Background: an optimization exercise with open tools, aiming at small area. Do not read the settings as production practice. The RTL was checked by simulation tests, not by an equivalence proof against the original design. Power is estimated from default activity; no workload was simulated. The flow treats the clock pin as an ideal source, which a real chip does not have.

$ cat design/flow/design.v
`default_nettype none
package lqm_pkg;
    localparam int QUE_N   = 8;
    localparam int BLK_N   = 16;
    localparam int SUB_DEP = 4;
    localparam int DATA_W  = 16;
endpackage
`default_nettype wire
`timescale 1ns/1ps
`default_nettype none
module lqm_sdp_ram (
    input  logic        i_clk,
    input  logic        i_phase,
    input  logic        i_sel,      
    input  logic        i_we,       
    input  logic [5:0]  i_waddr,
    input  logic [15:0] i_wdata,
    input  logic [5:0]  i_raddr,
    output logic [15:0] o_rdata
);
    logic [15:0] mem [64];
    logic [15:0] wx;
    assign wx = i_wdata ^ {16{i_phase}};
    for (genvar a = 0; a < 64; a++) begin : g_w
        logic sel, we;
        assign sel = i_sel && (i_waddr == 6'(a));
        assign we  = sel && i_we;
        always_ff @(posedge i_clk) begin
            mem[a] <= ~(({16{we}} & wx) | ({16{!sel}} & mem[a]));
        end
    end
    always_ff @(posedge i_clk) begin
        o_rdata <= mem[i_raddr] ^ {16{i_phase}};
    end
endmodule
`default_nettype wire
`timescale 1ns/1ps
`default_nettype none
module blk_free_pool (
    input  logic       i_clk,
    input  logic       i_rst_n,
    input  logic       i_alloc,
    output logic       o_nonempty,
    output logic [3:0] o_free_blk,
    input  logic       i_release,
    input  logic [3:0] i_rel_blk
);
    logic [15:0] free_map;
    assign o_nonempty = |free_map;
    always_comb begin
        o_free_blk = 4'd0;
        for (int i = 15; i >= 0; i--) begin
            if (free_map[i]) o_free_blk = 4'(i);
        end
    end
    always_ff @(posedge i_clk) begin
        if (!i_rst_n) begin
            free_map <= '1;
        end else begin
            for (int b = 0; b < 16; b++) begin
                if (i_alloc && o_free_blk == 4'(b)) free_map[b] <= 1'b0;
                else if (i_release && i_rel_blk == 4'(b)) free_map[b] <= 1'b1;
            end
        end
    end
endmodule
`default_nettype wire
`timescale 1ns/1ps
`default_nettype none
module que_state_table (
    input  logic       i_clk,
    input  logic       i_rst_n,
    input  logic       i_phase,
    input  logic [2:0] i_enq_qid,
    output logic [6:0] o_e_cnt,
    output logic [1:0] o_e_rsub,
    output logic [3:0] o_e_tail,
    input  logic [2:0] i_deq_qid,
    output logic [6:0] o_d_cnt,
    output logic [1:0] o_d_rsub,
    output logic [3:0] o_d_head,
    input  logic       i_accept,    
    input  logic       i_alloc,     
    input  logic       i_new_head,  
    input  logic [3:0] i_new_x,     
    input  logic       i_deq_ok,    
    input  logic       i_rel,       
    input  logic [3:0] i_nxt_x,     
    input  logic [6:0] i_e_inc,     
    input  logic [6:0] i_d_dec      
);
    logic [6:0] cnt  [8];
    logic [1:0] rsub [8];
    logic [3:0] head [8];
    logic [3:0] tail [8];
    logic [7:0] e_sel, d_sel;
    logic [6:0] e_cnt_s, d_cnt_s;
    logic [1:0] e_rsub_s, d_rsub_s;
    logic [3:0] e_tail_s, d_head_s;
    always_comb begin
        e_cnt_s  = '0;
        e_rsub_s = '0;
        e_tail_s = '0;
        d_cnt_s  = '0;
        d_rsub_s = '0;
        d_head_s = '0;
        for (int q = 0; q < 8; q++) begin
            e_sel[q] = (i_enq_qid == 3'(q));
            d_sel[q] = (i_deq_qid == 3'(q));
            e_cnt_s  = e_cnt_s  | ({7{e_sel[q]}} & cnt[q]);
            e_rsub_s = e_rsub_s | ({2{e_sel[q]}} & rsub[q]);
            e_tail_s = e_tail_s | ({4{e_sel[q]}} & tail[q]);
            d_cnt_s  = d_cnt_s  | ({7{d_sel[q]}} & cnt[q]);
            d_rsub_s = d_rsub_s | ({2{d_sel[q]}} & rsub[q]);
            d_head_s = d_head_s | ({4{d_sel[q]}} & head[q]);
        end
    end
    assign o_e_cnt  = e_cnt_s  ^ {7{i_phase}};
    assign o_e_rsub = e_rsub_s ^ {2{i_phase}};
    assign o_e_tail = e_tail_s ^ {4{i_phase}};
    assign o_d_cnt  = d_cnt_s  ^ {7{i_phase}};
    assign o_d_rsub = d_rsub_s ^ {2{i_phase}};
    assign o_d_head = d_head_s ^ {4{i_phase}};
    logic [6:0] inc_x, dec_x;
    logic [1:0] rsub_x;
    assign inc_x  = i_e_inc ^ {7{i_phase}};
    assign dec_x  = i_rst_n ? (i_d_dec ^ {7{i_phase}}) : 7'h7f;
    assign rsub_x = i_rst_n ? ((o_d_rsub + 2'd1) ^ {2{i_phase}}) : 2'b11;
    for (genvar q = 0; q < 8; q++) begin : g_q
        logic eh, dh;
        logic ld_inc, ld_dec, keep_cnt;
        logic ld_rsub;
        logic ld_tail;
        logic ld_hn, ld_hr, keep_head;
        assign eh = i_accept && e_sel[q];
        assign dh = i_deq_ok && d_sel[q];
        assign ld_inc   = i_rst_n && eh && !dh;
        assign ld_dec   = !i_rst_n || (dh && !eh);
        assign keep_cnt = !(ld_inc || ld_dec);
        assign ld_rsub  = !i_rst_n || dh;
        assign ld_tail  = eh && i_alloc;
        assign ld_hn    = eh && i_new_head;
        assign ld_hr    = dh && i_rel && !ld_hn;
        assign keep_head = !(ld_hn || ld_hr);
        always_ff @(posedge i_clk) begin
            cnt[q]  <= ~(({7{ld_inc}} & inc_x) | ({7{ld_dec}} & dec_x) | ({7{keep_cnt}} & cnt[q]));
            rsub[q] <= ~(({2{ld_rsub}} & rsub_x) | ({2{!ld_rsub}} & rsub[q]));
            tail[q] <= ~(({4{ld_tail}} & i_new_x) | ({4{!ld_tail}} & tail[q]));
            head[q] <= ~(({4{ld_hn}} & i_new_x) | ({4{ld_hr}} & i_nxt_x) | ({4{keep_head}} & head[q]));
        end
    end
endmodule
`default_nettype wire
`timescale 1ns/1ps
`default_nettype none
module enq_ctrl (
    input  logic        i_enq_vld,
    input  logic [2:0]  i_enq_qid,
    input  logic [55:0] i_drop_th,
    input  logic [6:0]  i_cnt,
    input  logic [1:0]  i_rsub,
    input  logic [3:0]  i_tail,
    input  logic        i_pool_nonempty,
    input  logic [3:0]  i_free_blk,
    input  logic        i_same_rel,    
    output logic        o_slot_ok,     
    output logic        o_go,          
    output logic        o_accept,
    output logic        o_alloc,
    output logic        o_new_head,
    output logic        o_link_we,
    output logic        o_has,         
    output logic [5:0]  o_waddr,
    output logic [6:0]  o_inc
);
    logic [1:0] wsub;
    logic       need_blk;
    logic       has_blk;
    assign wsub     = i_rsub + i_cnt[1:0];
    assign need_blk = (wsub == 2'd0);
    assign has_blk  = (i_cnt != 7'd0) || (i_rsub != 2'd0);
    assign o_slot_ok  = !(need_blk && !i_pool_nonempty);
    assign o_go       = i_enq_vld && (i_cnt < i_drop_th[i_enq_qid*7 +: 7]);
    assign o_accept   = o_go && o_slot_ok;
    assign o_alloc    = o_accept && need_blk;
    assign o_new_head = !has_blk || (i_same_rel && i_cnt == 7'd1);
    assign o_link_we  = o_alloc && has_blk;
    assign o_has      = has_blk;
    assign o_waddr    = {need_blk ? i_free_blk : i_tail, wsub};
    assign o_inc      = i_cnt + 7'd1;
endmodule
`default_nettype wire
`timescale 1ns/1ps
`default_nettype none
module deq_ctrl (
    input  logic       i_deq_vld,
    input  logic [6:0] i_cnt,
    input  logic [1:0] i_rsub,
    input  logic [3:0] i_head,
    output logic       o_deq_ok,
    output logic       o_rel,
    output logic [5:0] o_raddr,
    output logic [6:0] o_dec
);
    assign o_deq_ok = i_deq_vld && (i_cnt != 7'd0);
    assign o_rel    = o_deq_ok && (i_rsub == 2'd3);
    assign o_raddr  = {i_head, i_rsub};
    assign o_dec    = i_cnt - 7'd1;
endmodule
`default_nettype wire
`timescale 1ns/1ps
`default_nettype none
module lqm_top (
    input  logic        i_clk,
    input  logic        i_rst_n,
    input  logic        i_enq_vld,
    input  logic [2:0]  i_enq_qid,
    input  logic [15:0] i_enq_data,
    input  logic        i_deq_vld,
    input  logic [2:0]  i_deq_qid,
    input  logic [55:0] i_drop_th,
    output logic        o_enq_drop,
    output logic        o_deq_vld,
    output logic [15:0] o_deq_data
);
    logic [6:0] e_cnt, d_cnt, e_inc, d_dec;
    logic [1:0] e_rsub, d_rsub;
    logic [3:0] e_tail, d_head;
    logic       slot_ok, go, accept, alloc, new_head, link_we;
    logic       deq_ok, rel;
    logic       pool_ne;
    logic [3:0] free_blk;
    logic       e_has;
    logic [5:0] waddr, raddr;
    logic [3:0] link [16];
    logic       phase;
    logic [3:0] new_x, nxt_x;
    always_ff @(posedge i_clk) begin
        if (!i_rst_n) phase <= 1'b0;
        else          phase <= !phase;
    end
    assign new_x = free_blk ^ {4{phase}};
    que_state_table u_state (
        .i_clk      (i_clk),
        .i_rst_n    (i_rst_n),
        .i_phase    (phase),
        .i_enq_qid  (i_enq_qid),
        .o_e_cnt    (e_cnt),
        .o_e_rsub   (e_rsub),
        .o_e_tail   (e_tail),
        .i_deq_qid  (i_deq_qid),
        .o_d_cnt    (d_cnt),
        .o_d_rsub   (d_rsub),
        .o_d_head   (d_head),
        .i_accept   (accept),
        .i_alloc    (alloc),
        .i_new_head (new_head),
        .i_new_x    (new_x),
        .i_deq_ok   (deq_ok),
        .i_rel      (rel),
        .i_nxt_x    (nxt_x),
        .i_e_inc    (e_inc),
        .i_d_dec    (d_dec)
    );
    enq_ctrl u_enq (
        .i_enq_vld       (i_enq_vld),
        .i_enq_qid       (i_enq_qid),
        .i_drop_th       (i_drop_th),
        .i_cnt           (e_cnt),
        .i_rsub          (e_rsub),
        .i_tail          (e_tail),
        .i_pool_nonempty (pool_ne),
        .i_free_blk      (free_blk),
        .i_same_rel      (rel && (i_deq_qid == i_enq_qid)),
        .o_slot_ok       (slot_ok),
        .o_go            (go),
        .o_accept        (accept),
        .o_alloc         (alloc),
        .o_new_head      (new_head),
        .o_link_we       (link_we),
        .o_has           (e_has),
        .o_waddr         (waddr),
        .o_inc           (e_inc)
    );
    deq_ctrl u_deq (
        .i_deq_vld (i_deq_vld),
        .i_cnt     (d_cnt),
        .i_rsub    (d_rsub),
        .i_head    (d_head),
        .o_deq_ok  (deq_ok),
        .o_rel     (rel),
        .o_raddr   (raddr),
        .o_dec     (d_dec)
    );
    blk_free_pool u_pool (
        .i_clk      (i_clk),
        .i_rst_n    (i_rst_n),
        .i_alloc    (alloc),
        .o_nonempty (pool_ne),
        .o_free_blk (free_blk),
        .i_release  (rel),
        .i_rel_blk  (d_head)
    );
    for (genvar b = 0; b < 16; b++) begin : g_l
        logic sel, we;
        assign sel = e_has && (e_tail == 4'(b));
        assign we  = sel && link_we;
        always_ff @(posedge i_clk) begin
            link[b] <= ~(({4{we}} & new_x) | ({4{!sel}} & link[b]));
        end
    end
    assign nxt_x = link[d_head];
    lqm_sdp_ram u_dmem (
        .i_clk   (i_clk),
        .i_phase (phase),
        .i_sel   (slot_ok),
        .i_we    (go),
        .i_waddr (waddr),
        .i_wdata (i_enq_data),
        .i_raddr (raddr),
        .o_rdata (o_deq_data)
    );
    always_ff @(posedge i_clk) begin
        if (!i_rst_n) begin
            o_enq_drop <= 1'b0;
            o_deq_vld  <= 1'b0;
        end else begin
            o_enq_drop <= i_enq_vld && !accept;
            o_deq_vld  <= deq_ok;
        end
    end
endmodule
`default_nettype wire
$ cat design/flow/flow/run.sh
#!/bin/bash
# Layout flow: the standard ORFS layout (standard.sh), run with
#  - an area-oriented ABC mapping script in place of ORFS's speed script,
#  - single-strength port buffers,
#  - a clock tree of clkbuf_16 over larger sink clusters, without dummy loads.
# Every tool's log stays in orfs/logs; the make output goes to standard.log.
set -euo pipefail
here=$(pwd)
rm -rf scripts_area
cp -r "$FLOW_HOME/scripts" scripts_area
cp flow/abc_map.script scripts_area/abc_speed.script
export SCRIPTS_DIR="$here/scripts_area"
export BUFFER_PORTS_ARGS="-buffer_cell sky130_fd_sc_hd__buf_1"
export CTS_ARGS="-sink_clustering_enable -repair_clock_nets -dont_use_dummy_load -buf_list sky130_fd_sc_hd__clkbuf_16 -sink_clustering_size 30 -sink_clustering_max_diameter 80"
bash standard.sh > standard.log 2>&1
$ cat design/flow/flow/abc_map.script
&get -n
&st
&dch -f
&nf -R 1000 -a -p -F 8 -A 6
&put
topo
$ cat design/flow/standard.sh
#!/bin/bash
# synth_recipe.tcl (not shown) runs the flow's synth.tcl, then flattens the netlist and writes it again
# the make line also repeats each setting of config.mk as NAME=value (left out here)
make -C /OpenROAD-flow-scripts/flow DESIGN_CONFIG=/design/flow/config.mk WORK_HOME=/design/flow/orfs CLKGATE_MAP_FILE= SYNTH_SCRIPT=/design/flow/synth_recipe.tcl "${@:-finish}"
$ cat design/flow/config.mk
export PLATFORM = sky130hd
export DESIGN_NAME = lqm_top
export DESIGN_NICKNAME = lqm_top
export VERILOG_FILES = /design/flow/design.v
export SDC_FILE = /design/flow/constraint.sdc
export NUM_CORES = 4
export LEC_CHECK = 0
export CAP_MARGIN = 20
export CORE_MARGIN = 2
export CORE_UTILIZATION = 60
export PLACE_DENSITY = 0.75
export SETUP_SLACK_MARGIN = 0.2
export SLEW_MARGIN = 20
$ cat design/flow/constraint.sdc
create_clock -name core_clock -period 6.0 [get_ports {i_clk}]
set_input_delay 1.2000 -clock core_clock [delete_from_list [all_inputs] [get_ports {i_clk}]]
set_output_delay 1.2000 -clock core_clock [all_outputs]
set_load 0.01 [all_outputs]
==> results of run 1 <==
## area by class of cell
type | count | area [µm²] | area share (%)
Multi-Input combinational cell | 2903 | 20300 | 40.0
Inverter | 7 | 26.3 | 0.0517
Tap cell | 969 | 1210 | 2.39
Timing Repair Buffer | 417 | 2800 | 5.50
Clock buffer | 51 | 1280 | 2.51
Sequential cell | 1259 | 25200 | 49.6
## layout by cell type, fill, tap and decap left out, types with 7 or more instances in the layout
master,n
a22oi_1,1514
dfxtp_1,1258
buf_4,315
nand2_1,238
nor2_1,145
a21oi_1,140
nand4_1,107
buf_1,98
nand3_1,89
a22o_1,85
and2_0,77
a221oi_1,64
a222oi_1,56
o22ai_1,56
nor4_1,52
clkbuf_16,51
mux2i_1,48
xnor2_1,39
nor2_2,29
o21ai_0,21
xor2_1,19
xor2_4,16
ha_1,13
and3_1,12
nor2b_1,9
nand2b_1,8
nor3_1,8
clkinv_1,7
## cell families (layout without fill, tap and decap cells)
kind of cell / count (synthesis) / in the layout / synth area share, %
AO/OA/AOI/OAI: 1948 / 1948 / 32.1
flip-flops: 1259 / 1259 / 56.0
AND/OR/NAND/NOR: 813 / 813 / 8.78
XOR/XNOR: 78 / 78 / 1.52
multiplexers: 51 / 51 / 1.19
adder cells (fa/ha/maj): 13 / 13 / 0.361
buffers and inverters: 7 / 475 / 0.0583
## registers in the layout, indices dropped and copies added, names as in the netlist
signal	count
u_state.tail	32
u_state.rsub	16
o_deq_vld	1
link	64
o_enq_drop	1
u_pool.free_map	16
u_state.head	32
u_state.cnt	56
phase	1
u_dmem.o_rdata	16
u_dmem.mem	1024
## cells in the mapped netlist, types with 2 or more instances
cell / instances / area (µm²)
a211o_1: 2 / 17.5
a21oi_1: 141 / 706
a221oi_1: 64 / 561
a222oi_1: 56 / 561
a22o_1: 85 / 744
a22oi_1: 1514 / 11400
a31oi_1: 2 / 12.5
and2_0: 82 / 513
and3_1: 12 / 75.1
and3b_1: 2 / 17.5
clkinv_1: 7 / 26.3
dfxtp_1: 1259 / 25200
ha_1: 13 / 163
mux2i_1: 48 / 480
mux4_2: 2 / 45.0
nand2_1: 238 / 893
nand2b_1: 9 / 56.3
nand3_1: 89 / 445
nand3b_1: 2 / 15.0
nand4_1: 107 / 669
nor2_1: 174 / 653
nor2b_1: 16 / 100
nor3_1: 11 / 55.1
nor3b_1: 6 / 45.0
nor4_1: 52 / 325
o21a_1: 2 / 15.0
o21ai_0: 21 / 105
o22ai_1: 56 / 350
or2_0: 5 / 31.3
or3_1: 2 / 12.5
or4_1: 4 / 30.0
xnor2_1: 43 / 377
xor2_1: 35 / 307
## per-layer routing
metal	wire [µm]	global-route usage [%]	share of wire [%]	up-vias
met1	61300	52.8	40	20307
met3	16200	6.86	10	434
met4	9580	21.3	6.2	2
li1	-	-	-	17963
met5	7	0	0.0045	-
met2	67400	58.2	44	2422
## through the flow
step / setup WS, ns / util (%) / power [mW] / TNS [ns]
global route: 0.246 / 68.3 / 27.4 / 0
detailed placement: -0.103 / 66.5 / 22.0 / -0.236
CTS: 0.605 / 68.3 / 25.9 / 0
floorplan: 0.0878 / - / 18.7 / 0
global placement: -0.0622 / 66.5 / 21.6 / -0.0622
finish: 0.349 / 68.3 / 26.1 / 0
## worst max-delay path by stage
stage                    endpoint         start
3_5_place_dp    u_dmem.o_rdata[0]  i_deq_qid[0]
3_3_place_gp    u_dmem.o_rdata[0]  i_deq_qid[0]
5_1_grt        u_dmem.o_rdata[15]  i_deq_qid[2]
4_1_cts         u_dmem.o_rdata[0]  i_deq_qid[0]
2_1_floorplan          link[0][3]  i_enq_qid[0]
6_report        u_dmem.o_rdata[0]  i_deq_qid[0]
## report_power, final
part | total (mW) | switching (mW) | internal, mW
sequential | 14.4 | 2.14 | 12.2
combinational | 7.76 | 4.37 | 3.39
clock | 4.04 | 2.51 | 1.53
total | 26.1 | 9.02 | 17.1
## critical path: stages
cell      delay (ns)
buf_1           0.20
nor3b_2         0.21
buf_4           0.22
a222oi_1        0.29
nand4_1         0.14
a221oi_1        0.50
xnor2_1         0.26
clkinv_1        0.16
ha_1            0.43
and2_0          0.28
buf_4           0.22
a22o_1          0.21
a221oi_1        0.43
nand3_1         0.35
nor4_1          0.54
buf_4           0.22
nand2_1         0.05
a21oi_1         0.16
xnor2_1         0.09
==> metrics.csv, run 1 <==
stage,metric,value,unit
hold_path,hold_end,u_state.head[1][0],
sta,post-route-period-util,94.2,%
final_layout,finalInstanceArea,50800,µm²
pwr,peakVddDrop,0.320,mV
detailed_routing,postRouteAntennaNets,0,
global_route,grt_max_degree,65,
critical_path,r2r_setup_slack,1.18,ns
placed_design,portBuffers,99,
pwr,power.leakage,18.6,nW
critical_path,worstPathRequired,6.52,ns
job,maxCapViolCount,0,
critical_path,r2r_cells,16,
global_route,grt_first_pass_wirelength,234,mm
detailed_routing,drc,0,
synthesis,synthCells,4169,
sta,clock_skew,0.0661,ns
detailed_routing,avgRoutedWirePerCell,27.6,µm
synthesis,synthDistinctLibCells,41,
clock_tree,cts_hold_buf,0,
sta,setup-violations-final,0,
clock_tree,cts_htree_levels,2,
detailed_routing,drt_wl_total,155,mm
critical_path,critPathCaptureType,flip-flop,
detailed_routing,via_per_inst,7.34,
final_layout,diodes,0,
floorplanning,io_pins,100,
sta,timing.fmax,0.177,GHz
clock_tree,clkSinkCount,1259,
clock_tree,cts_made_buffers,51,
final_layout,fin_nets,4734,
critical_path,crit_fanout,16,
detailed_routing,drtPass1Iterations,10,
detailed_routing,vias,41128,
sta,fin_crit,5.65,ns
critical_path,setup.worst_path.class,primary input to flip-flop,
sta,finalHoldViolCount,0,
floorplanning,initial_utilization,60.5,%
sta,maxSlewHeadroom,19.8,%
placed_design,place_area,49500,µm²
final_layout,fill_cells,5904,
critical_path,start_kind,primary input,
final_layout,finalNonFillerCells,5606,
placed_design,dp.cells,5555,
clock_tree,cts_resized,0,
hold_path,hp-start,u_state.head[1][0],
placed_design,hpwlAfterDp,104,mm
detailed_routing,drtIter0Drc,6680,
pwr,power_density,514,nW/µm²
synthesis,syn_avg_cell_area,10.8,µm²
clock_tree,cts.clk_slew.worst_paths,0.11,ns
clock_tree,worstSkewPairLatency,0.67,ns
global_route,antenna_found_initial,1,
global_route,grt_pass1_vias,38496,
clock_tree,cts_root_buf,clkbuf_16,
floorplanning,row_count,100,
global_route,grt.overflow.total,0,
synthesis,ys.flop_type,dfxtp_1,
synthesis,synth-edff-count,0,
sta,whs,0.434,ns
critical_path,arrival,6.17,ns
floorplanning,dieArea,77300,µm²
synthesis,synth_warnings,10,
final_layout,drive_above_1_share,9.45,%
sta,worst_pin_slew,1.20,ns
run_status,status,no timing/DRC/antenna violations,
synthesis,synth.net_count,4264,
floorplanning,core,74400,µm²
synthesis,asyncSetResetFlopFracSynth,0,%
hold_path,whs_path_depth,1,
placed_design,place_congestion,0.964,
clock_tree,clockBufferDepth,3,
critical_path,r2r_start,u_state.rsub[2][0],
floorplanning,dieHeight,278,µm
clock_tree,cts_tree,built,
synthesis,syn_area,45000,µm²
synthesis,ys_seq_area_share,56.0,%
sta,grt_setup_unrepaired,no,
sta,slew_viol_final,0,
floorplanning,fp.dieW,278,µm
clock_tree,cts_setup_buffers,0,
synthesis,yosys_register_bits,1259,
final_layout,synthToLayoutAreaGrowth,12.8,%
hold_path,hp-class,flip-flop to flip-flop,
global_route,grt_usage,38.6,%
critical_path,rr_endpoint,u_dmem.o_rdata[0],
==> run 2, diff against run 1 <==
--- a/design/flow/config.mk
+++ b/design/flow/config.mk
@@ -8,6 +8,5 @@
 export CAP_MARGIN = 20
 export CORE_MARGIN = 2
-export CORE_UTILIZATION = 60
-export PLACE_DENSITY = 0.75
+export CORE_UTILIZATION = 40
 export SETUP_SLACK_MARGIN = 0.2
 export SLEW_MARGIN = 20
==> run 2 against run 1 <==
Effect of this change:
- sequential power hardly changed
- register-to-register slack better by 0.12 ns
- still clean
- synthesized cell count stayed put
- non-clock buffer count is 12 higher
==> metrics.csv, run 2 <==
stage,metric,value,unit
clock_tree,clkSinkCount,1259,
final_layout,diodes,0,
critical_path,r2r_start,u_state.rsub[2][0],
synthesis,synth_warnings,10,
critical_path,crit_cells,19,
synthesis,synth_top_area_share,56.0,%
placed_design,hpwlAfterDp,110,mm
critical_path,worst-path-buf-inv,4,
hold_path,hp-class,flip-flop to flip-flop,
floorplanning,core,112000,µm²
synthesis,ys.flop_type,dfxtp_1,
sta,maxSlewHeadroom,20.9,%
hold_path,whs_path_depth,1,
placed_design,portBuffers,99,
pwr,total_power,26.4,mW
synthesis,syn_area,45000,µm²
placed_design,place_area,50300,µm²
clock_tree,cts_tree,built,
pwr,power.leakage,18.6,nW
final_layout,finalInstanceArea,51700,µm²
final_layout,regMostFlops,u_dmem.mem,
critical_path,cp_top_family,simple AND/OR/NAND/NOR gates,
synthesis,post-synth-top-area-cell,dfxtp_1,
global_route,grt_usage,27.4,%
critical_path,worst_path_most_repeated_cell,buf_4,
synthesis,yosys_register_bits,1259,
clock_tree,cts_hold_buf,0,
synthesis,synth-edff-count,0,
synthesis,synth.net_count,4264,
sta,slew_viol_final,0,
clock_tree,cts.clk_slew.worst_paths,0.11,ns
detailed_routing,drtPass1Iterations,8,
final_layout,final_cell_mix,"1514 x a22oi_1, 1258 x dfxtp_1, 323 x buf_4",
final_layout,drive_above_1_share,9.83,%
clock_tree,cts_setup_buffers,0,
clock_tree,clockBufferDepth,3,
job,maxCapViolCount,0,
detailed_routing,drt_wl_total,164,mm
global_route,grt_max_degree,65,
pwr,peakVddDrop,0.239,mV
synthesis,ys_top_cells_by_area,"dfxtp_1 56%, a22oi_1 25%, nand2_1 2.0%",
sta,grt_setup_unrepaired,no,
synthesis,yosysMostFrequentCell,a22oi_1,
critical_path,r2r_setup_slack,1.30,ns
critical_path,path_cells,"buf_1, nor3_2, buf_4, a222oi_1, nand4_1, a221oi_1, xnor2_1, or2_0, nor2_1, and2_0, buf_4, a22o_1, a221oi_1, nand3_1, nor4_1, buf_4, nand2_1, a21oi_1, xnor2_1",
critical_path,setup.worst_path.class,primary input to flip-flop,
sta,setup-violations-final,0,
global_route,grt_first_pass_wirelength,245,mm
sta,fin_crit,5.35,ns
floorplanning,io_pins,100,
sta,worst_pin_slew,1.19,ns
final_layout,largest_reg_flops,1024,
floorplanning,dieHeight,340,µm
global_route,grt_pass1_vias,37889,
global_route,grt.overflow.total,0,
run_status,status,no timing/DRC/antenna violations,
final_layout,reg_top3,"u_dmem.mem (1024), link (64), u_state.cnt (56)",
final_layout,synthToLayoutAreaGrowth,14.7,%
critical_path,worstPathRequired,6.59,ns
detailed_routing,via_per_inst,6.58,
clock_tree,cts_htree_levels,2,
sta,setup_tns,0,ns
clock_tree,cts_resized,0,
sta,timing.fmax,0.187,GHz
clock_tree,cts_root_buf,clkbuf_16,
global_route,antenna_found_initial,0,
detailed_routing,drc,0,
final_layout,fin_nets,4747,
floorplanning,dieArea,115000,µm²
clock_tree,cts_made_buffers,52,
critical_path,arrival,5.93,ns
floorplanning,row_count,123,
floorplanning,initial_utilization,40.2,%
critical_path,critPathCaptureType,flip-flop,
synthesis,asyncSetResetFlopFracSynth,0,%
detailed_routing,vias,40442,
synthesis,synthCells,4169,
critical_path,crit_fanout,11,
sta,clock_skew,0.0822,ns
hold_path,hp-start,u_state.head[2][0],
synthesis,syn_avg_cell_area,10.8,µm²
placed_design,place_congestion,0.910,
critical_path,slowest_delay,0.56,ns
floorplanning,fp.dieW,340,µm
detailed_routing,postRouteAntennaNets,0,
final_layout,final_common_cell,a22oi_1,
clock_tree,worstSkewPairLatency,0.72,ns
critical_path,r2r_cells,14,
sta,finalHoldViolCount,0,
synthesis,ys_seq_area_share,56.0,%
hold_path,hold_end,u_state.head[2][0],
sta,post-route-period-util,89.1,%
synthesis,yosys-top-cells-count,"1514 x a22oi_1, 1259 x dfxtp_1, 238 x nand2_1",
critical_path,critical-path-slowest-cell,and2_0,
critical_path,rr_endpoint,u_dmem.o_rdata[12],
synthesis,synthDistinctLibCells,41,
pwr,power_density,510,nW/µm²
detailed_routing,avgRoutedWirePerCell,26.7,µm
detailed_routing,drtIter0Drc,5762,
critical_path,start_kind,primary input,
-- run 2: worst max path at each step --
stage | slack [ns] | to | start
4_1_cts | 0.72 | u_dmem.o_rdata[15] | i_deq_qid[2]
2_1_floorplan | 0.09 | link[0][3] | i_enq_qid[0]
3_5_place_dp | -0.05 | u_dmem.o_rdata[15] | i_deq_qid[2]
5_1_grt | 0.40 | u_dmem.o_rdata[15] | i_deq_qid[2]
3_3_place_gp | -0.05 | u_dmem.o_rdata[15] | i_deq_qid[2]
6_report | 0.65 | u_dmem.o_rdata[15] | i_deq_qid[2]
-- run 2: worst register-to-register path: stages, from the launching register on --
cell	delay, ns
dfxtp_1	0.35
a222oi_1	0.38
nand4_1	0.16
a221oi_1	0.37
xnor2_1	0.26
clkinv_1	0.17
ha_1	0.24
buf_4	0.21
and2_0	0.55
a22oi_1	0.61
nand4_1	0.28
nor4_1	0.66
nand2_1	0.11
a21oi_1	0.18
xnor2_1	0.08
-- run 2: per-stage QoR --
stage | setup WS, ns | utilization (%) | instances | hold WS [ns]
2_1_floorplan | 0.0878 | - | 4169 | 0.402
3_3_place_gp | -0.0483 | 44.9 | 6095 | 0.416
3_5_place_dp | -0.0500 | 44.9 | 6095 | 0.418
4_1_cts | 0.716 | 46.1 | 6147 | 0.429
5_1_grt | 0.403 | 46.1 | 6150 | 0.440
6_report | 0.654 | 46.1 | 6150 | 0.430
-- run 2: logic make-up after synthesis --
family	after synthesis	share of synthesized area (%)
buffers and inverters	7	0.0583
adder cells (fa/ha/maj)	13	0.361
XOR/XNOR	78	1.52
multiplexers	51	1.19
flip-flops	1259	56.0
AND/OR/NAND/NOR	813	8.78
AO/OA/AOI/OAI	1948	32.1
-- run 2: layout make-up --
| class | instances | area, µm² |
|---|---|---|
| Inverter | 7 | 26.3 |
| Fill cell | 10670 | 60400 |
| Tap cell | 1500 | 1880 |
| Clock buffer | 52 | 1300 |
| Timing Repair Buffer | 429 | 2940 |
| Multi-Input combinational cell | 2903 | 20300 |
| Sequential cell | 1259 | 25200 |
-- run 2: power by group --
| group | internal, mW | leakage, nW | switching, mW |
|---|---|---|---|
| sequential | 12.2 | 10.9 | 2.10 |
| clock | 1.56 | 0.641 | 2.61 |
| combinational | 3.44 | 7.12 | 4.46 |
-- run 2: metal layers --
| metal | track usage (%) | part of all wire [%] | up-vias |
|---|---|---|---|
| met5 | 0 | 0 | - |
| met4 | 9.74 | 3.6 | 0 |
| met3 | 3.22 | 7.4 | 269 |
| met2 | 43.1 | 45 | 1818 |
| met1 | 38.7 | 43 | 20328 |
| li1 | - | - | 18027 |
==> run 3, diff against run 2 <==
--- a/design/flow/design.v
+++ b/design/flow/design.v
@@ -20,4 +20,6 @@
 );
     logic [15:0] mem [64];
+    logic [15:0] rblk_q;
+    logic [1:0]  rsub_q;
     logic [15:0] wx;
     assign wx = i_wdata ^ {16{i_phase}};
@@ -31,6 +33,15 @@
     end
     always_ff @(posedge i_clk) begin
-        o_rdata <= mem[i_raddr] ^ {16{i_phase}};
+        for (int b = 0; b < 16; b++) rblk_q[b] <= (i_raddr[5:2] == 4'(b));
+        rsub_q <= i_raddr[1:0];
     end
+    logic [15:0] rd;
+    always_comb begin
+        rd = '0;
+        for (int a = 0; a < 64; a++) begin
+            rd = rd | ({16{rblk_q[a / 4] && (rsub_q == 2'(a % 4))}} & mem[a]);
+        end
+    end
+    assign o_rdata = rd ^ {16{i_phase}};
 endmodule
 `default_nettype wire
@@ -73,4 +84,6 @@
     input  logic       i_phase,
     input  logic [2:0] i_enq_qid,
+    input  logic [55:0] i_drop_th,
+    output logic [6:0] o_e_th,
     output logic [6:0] o_e_cnt,
     output logic [1:0] o_e_rsub,
@@ -100,4 +113,5 @@
     always_comb begin
         e_cnt_s  = '0;
+        o_e_th   = '0;
         e_rsub_s = '0;
         e_tail_s = '0;
@@ -109,4 +123,5 @@
             d_sel[q] = (i_deq_qid == 3'(q));
             e_cnt_s  = e_cnt_s  | ({7{e_sel[q]}} & cnt[q]);
+            o_e_th   = o_e_th   | ({7{e_sel[q]}} & i_drop_th[q*7 +: 7]);
             e_rsub_s = e_rsub_s | ({2{e_sel[q]}} & rsub[q]);
             e_tail_s = e_tail_s | ({4{e_sel[q]}} & tail[q]);
@@ -156,6 +171,5 @@
 module enq_ctrl (
     input  logic        i_enq_vld,
-    input  logic [2:0]  i_enq_qid,
-    input  logic [55:0] i_drop_th,
+    input  logic [6:0]  i_th,          
     input  logic [6:0]  i_cnt,
     input  logic [1:0]  i_rsub,
@@ -181,5 +195,5 @@
     assign has_blk  = (i_cnt != 7'd0) || (i_rsub != 2'd0);
     assign o_slot_ok  = !(need_blk && !i_pool_nonempty);
-    assign o_go       = i_enq_vld && (i_cnt < i_drop_th[i_enq_qid*7 +: 7]);
+    assign o_go       = i_enq_vld && (i_cnt < i_th);
     assign o_accept   = o_go && o_slot_ok;
     assign o_alloc    = o_accept && need_blk;
@@ -224,5 +238,5 @@
     output logic [15:0] o_deq_data
 );
-    logic [6:0] e_cnt, d_cnt, e_inc, d_dec;
+    logic [6:0] e_cnt, d_cnt, e_inc, d_dec, e_th;
     logic [1:0] e_rsub, d_rsub;
     logic [3:0] e_tail, d_head;
@@ -246,4 +260,6 @@
         .i_phase    (phase),
         .i_enq_qid  (i_enq_qid),
+        .i_drop_th  (i_drop_th),
+        .o_e_th     (e_th),
         .o_e_cnt    (e_cnt),
         .o_e_rsub   (e_rsub),
@@ -265,6 +281,5 @@
     enq_ctrl u_enq (
         .i_enq_vld       (i_enq_vld),
-        .i_enq_qid       (i_enq_qid),
-        .i_drop_th       (i_drop_th),
+        .i_th            (e_th),
         .i_cnt           (e_cnt),
         .i_rsub          (e_rsub),
--- a/design/flow/config.mk
+++ b/design/flow/config.mk
@@ -8,5 +8,6 @@
 export CAP_MARGIN = 20
 export CORE_MARGIN = 2
-export CORE_UTILIZATION = 40
+export CORE_UTILIZATION = 75
+export PLACE_DENSITY = 0.85
 export SETUP_SLACK_MARGIN = 0.2
 export SLEW_MARGIN = 20
==> run 3 against run 2 <==
Effect of this change:
- still clean
- register-to-register slack worse by 0.07 ns
- core utilization is 38 points higher
- clock skew is 0.0097 ns higher
- count of clock-buffer cells in the layout is 3 lower
==> metrics.csv, run 3 <==
stage,metric,value,unit
sta,maxSlewHeadroom,18.0,%
synthesis,synthDistinctLibCells,39,
clock_tree,cts_setup_buffers,0,
placed_design,place_congestion,1.05,
critical_path,arrival,4.68,ns
sta,finalHoldViolCount,0,
detailed_routing,drtPass1Iterations,16,
global_route,antenna_found_initial,8,
pwr,power.leakage,18.7,nW
floorplanning,dieHeight,248,µm
global_route,grt.overflow.total,0,
global_route,grt_usage,48.3,%
clock_tree,cts_root_buf,clkbuf_16,
final_layout,fin_nets,4613,
sta,fin_crit,5.88,ns
final_layout,regMostFlops,u_dmem.mem,
critical_path,crit_fanout,11,
global_route,grt_first_pass_wirelength,231,mm
clock_tree,worstSkewPairLatency,0.68,ns
critical_path,slowest_delay,0.72,ns
critical_path,start_kind,flip-flop,
placed_design,place_area,48600,µm²
global_route,grt_max_degree,65,
synthesis,ys.flop_type,dfxtp_1,
detailed_routing,via_per_inst,8.00,
synthesis,ys_top_cells_by_area,"dfxtp_1 57%, a22oi_1 22%, a222oi_1 5.3%",
clock_tree,cts.clk_slew.worst_paths,0.11,ns
synthesis,synth_xor_xnor_area_share,1.61,%
final_layout,final_cell_mix,"1310 x a22oi_1, 1259 x dfxtp_1, 287 x buf_4",
detailed_routing,drc,0,
synthesis,synth_compound_area_share,31.7,%
final_layout,largest_reg_flops,1024,
global_route,grt_pass1_vias,39460,
clock_tree,cts_tree,built,
pwr,peakVddDrop,0.558,mV
critical_path,critical-path-slowest-cell,a222oi_1,
floorplanning,initial_utilization,75.8,%
floorplanning,row_count,89,
synthesis,yosysMostFrequentCell,a22oi_1,
sta,setup_tns,0,ns
detailed_routing,avgRoutedWirePerCell,29.1,µm
synthesis,post-synth-top-area-cell,dfxtp_1,
synthesis,synth_warnings,10,
final_layout,final_common_cell,a22oi_1,
placed_design,portBuffers,99,
hold_path,whs_path_depth,1,
synthesis,syn_area,44600,µm²
detailed_routing,drtIter0Drc,9006,
critical_path,worst-path-buf-inv,4,
synthesis,ys_seq_area_share,56.6,%
placed_design,dp.cells,5240,
sta,setup-violations-final,0,
final_layout,fill_cells,3428,
synthesis,syn_avg_cell_area,10.9,µm²
clock_tree,cts_made_buffers,49,
final_layout,multi_input_area,19700,µm²
synthesis,yosys-top-cells-count,"1310 x a22oi_1, 1261 x dfxtp_1, 276 x nand2_1",
final_layout,finalInstanceArea,49800,µm²
sta,clock_skew,0.0919,ns
sta,worst_pin_slew,1.23,ns
synthesis,yosys-mux-area-fraction,1.08,%
synthesis,synthAdderAreaFrac,0.364,%
detailed_routing,drt_wl_total,154,mm
floorplanning,io_pins,100,
job,maxCapViolCount,0,
critical_path,worstPathRequired,4.80,ns
critical_path,r2r_cells,13,
clock_tree,clkSinkCount,1261,
synthesis,synth_top_area_share,56.6,%
sta,slew_viol_final,0,
critical_path,path_cells,"buf_4, nor2b_1, buf_4, and2_0, a222oi_1, nand4_1, or4_1, nor3_1, buf_4, nand2_1, xor2_1, buf_1",
sta,setup_ws,0.119,ns
critical_path,worst_path_most_repeated_cell,buf_4,
clock_tree,clockBufferDepth,3,
floorplanning,core,58900,µm²
sta,post-route-period-util,98.0,%
run_status,status,no timing/DRC/antenna violations,
critical_path,cp_top_family,simple AND/OR/NAND/NOR gates,
pwr,power_density,522,nW/µm²
critical_path,setup.worst_path.class,flip-flop to output port,
final_layout,seq_area,25200,µm²
synthesis,asyncSetResetFlopFracSynth,0,%
detailed_routing,postRouteAntennaNets,0,
floorplanning,fp.dieW,248,µm
floorplanning,dieArea,61500,µm²
synthesis,synth-edff-count,0,
sta,timing.fmax,0.170,GHz
final_layout,finalNonFillerCells,5297,
synthesis,synth_top_family_by_area,compound AO/OA/AOI/OAI gates,
sta,grt_setup_unrepaired,no,
final_layout,reg_top3,"u_dmem.mem (1024), link (64), u_state.cnt (56)",
placed_design,hpwlAfterDp,101,mm
placed_design,preCtsSetupSlack,0.0702,ns
synthesis,yosys_register_bits,1261,
clock_tree,cts_htree_levels,2,
synthesis,synthCells,4080,
synthesis,synth.net_count,4175,
detailed_routing,vias,42386,
final_layout,synthToLayoutAreaGrowth,11.7,%
final_layout,drive_above_1_share,8.33,%
critical_path,crit_cells,12,
synthesis,yosys.area_share.simple,8.47,%
critical_path,critPathCaptureType,output port,
hold_path,hp-class,flip-flop to flip-flop,
sta,whs,0.433,ns
-- run 3: cell count changes in the layout (fill, tap and decap cells not counted), moves of 37 or more --
cell | previous run | this run
a222oi_1 | 56 | 238
a22oi_1 | 1514 | 1310
nand2_1 | 238 | 275
nor2_1 | 139 | 213
nor4_1 | 52 | 6
o22ai_1 | 56 | 17
-- run 3: area by class of cell --
class | instances | share of cell area [%]
antenna | 8 | 0.0402
clock buffer | 49 | 2.46
inverter | 27 | 0.203
multi-input combinational | 2792 | 39.6
sequential | 1261 | 50.7
tap | 773 | 1.94
timing repair buffer | 387 | 5.11
-- run 3: timing repair --
action | 4_1_cts | 5_1_grt
pin swaps | 0 | 2
hold buffers | 0 | 0
gates cloned | 0 | 0
hold endpoints to repair | 0 | 0
setup endpoints to repair | 5 | 9
resized for setup | 5 | 8
-- run 3: stage by stage --
step | utilization, % | total power [mW]
final | 84.6 | 26.0
after global routing | 84.6 | 26.9
after CTS | 84.5 | 25.5
after detailed placement | 82.5 | 21.7
after global placement | 82.5 | 21.1
after floorplan | - | 18.4
-- run 3: logic make-up (layout without fill, tap and decap cells) --
| family | Yosys count | in the layout |
|---|---|---|
| adders and majority gates | 13 | 13 |
| other | 0 | 8 |
| DFF | 1261 | 1261 |
| muxes | 48 | 48 |
| buffers and inverters | 27 | 463 |
| AOI/OAI and AO/OA | 1837 | 1837 |
| and+or+nand+nor | 812 | 812 |
| xor gates and xnor gates | 82 | 82 |
-- run 3: worst paths after layout --
path / start / end / slack [ns]
max: u_dmem.rsub_q[0] / o_deq_data[9] / 0.12
min: u_state.head[6][3] / u_state.head[6][3] / 0.43
max reg2reg: u_state.cnt[1][0] / u_dmem.mem[58][5] / 1.23
min reg2reg: u_state.head[6][3] / u_state.head[6][3] / 0.43
-- run 3: power breakdown --
| group | internal, mW | total (mW) | switching, mW |
|---|---|---|---|
| Combinational | 3.12 | 7.61 | 4.49 |
| Sequential | 12.1 | 14.4 | 2.26 |
| Clock | 1.47 | 3.97 | 2.49 |
| Total | 16.7 | 26.0 | 9.25 |
-- run 3: layer usage --
metal	global-route usage, %	routed length (µm)	vias up
met4	31.1	10800	4
li1	-	-	17677
met2	70.9	66400	3726
met1	63.2	54100	20250
met5	0	28	-
met3	13.0	23000	729

-- afterwards: timing with drivers on the ports --
In the flow no input, the clock included, has a driving cell. The finished layouts below were timed again as built, in two steps. Step 1: set_driving_cell puts a clkbuf_16 on i_clk and a buf_2 on each other input, an assumption about the parent block. Step 2 moves the port delays by t, midway between the first and last clock arrival at a register: inputs arrive t later, outputs are due t later. That takes back most of the time a late clock gives input paths. Slacks: ideal / step 1 / step 2; pairs: ideal / step 1.
| run | shift t [ns] | slack for setup (ns) | slew at the worst register clock pin (ns) |
|---|---|---|---|
| run 1 | 0.707 | 0.349 / 0.390 / -0.317 | 0.12 / 0.12 |
| run 2 | 0.758 | 0.654 / 0.697 / -0.061 | 0.12 / 0.12 |
| run 3 | 0.703 | 0.119 / 0.047 / -0.207 | 0.12 / 0.12 |
With both steps, setup timing fails in every run listed, where it was met with ideal ports. For run 2, which loses most, drivers alone change the setup slack by +0.043 ns; drivers and shift together by -0.715 ns.
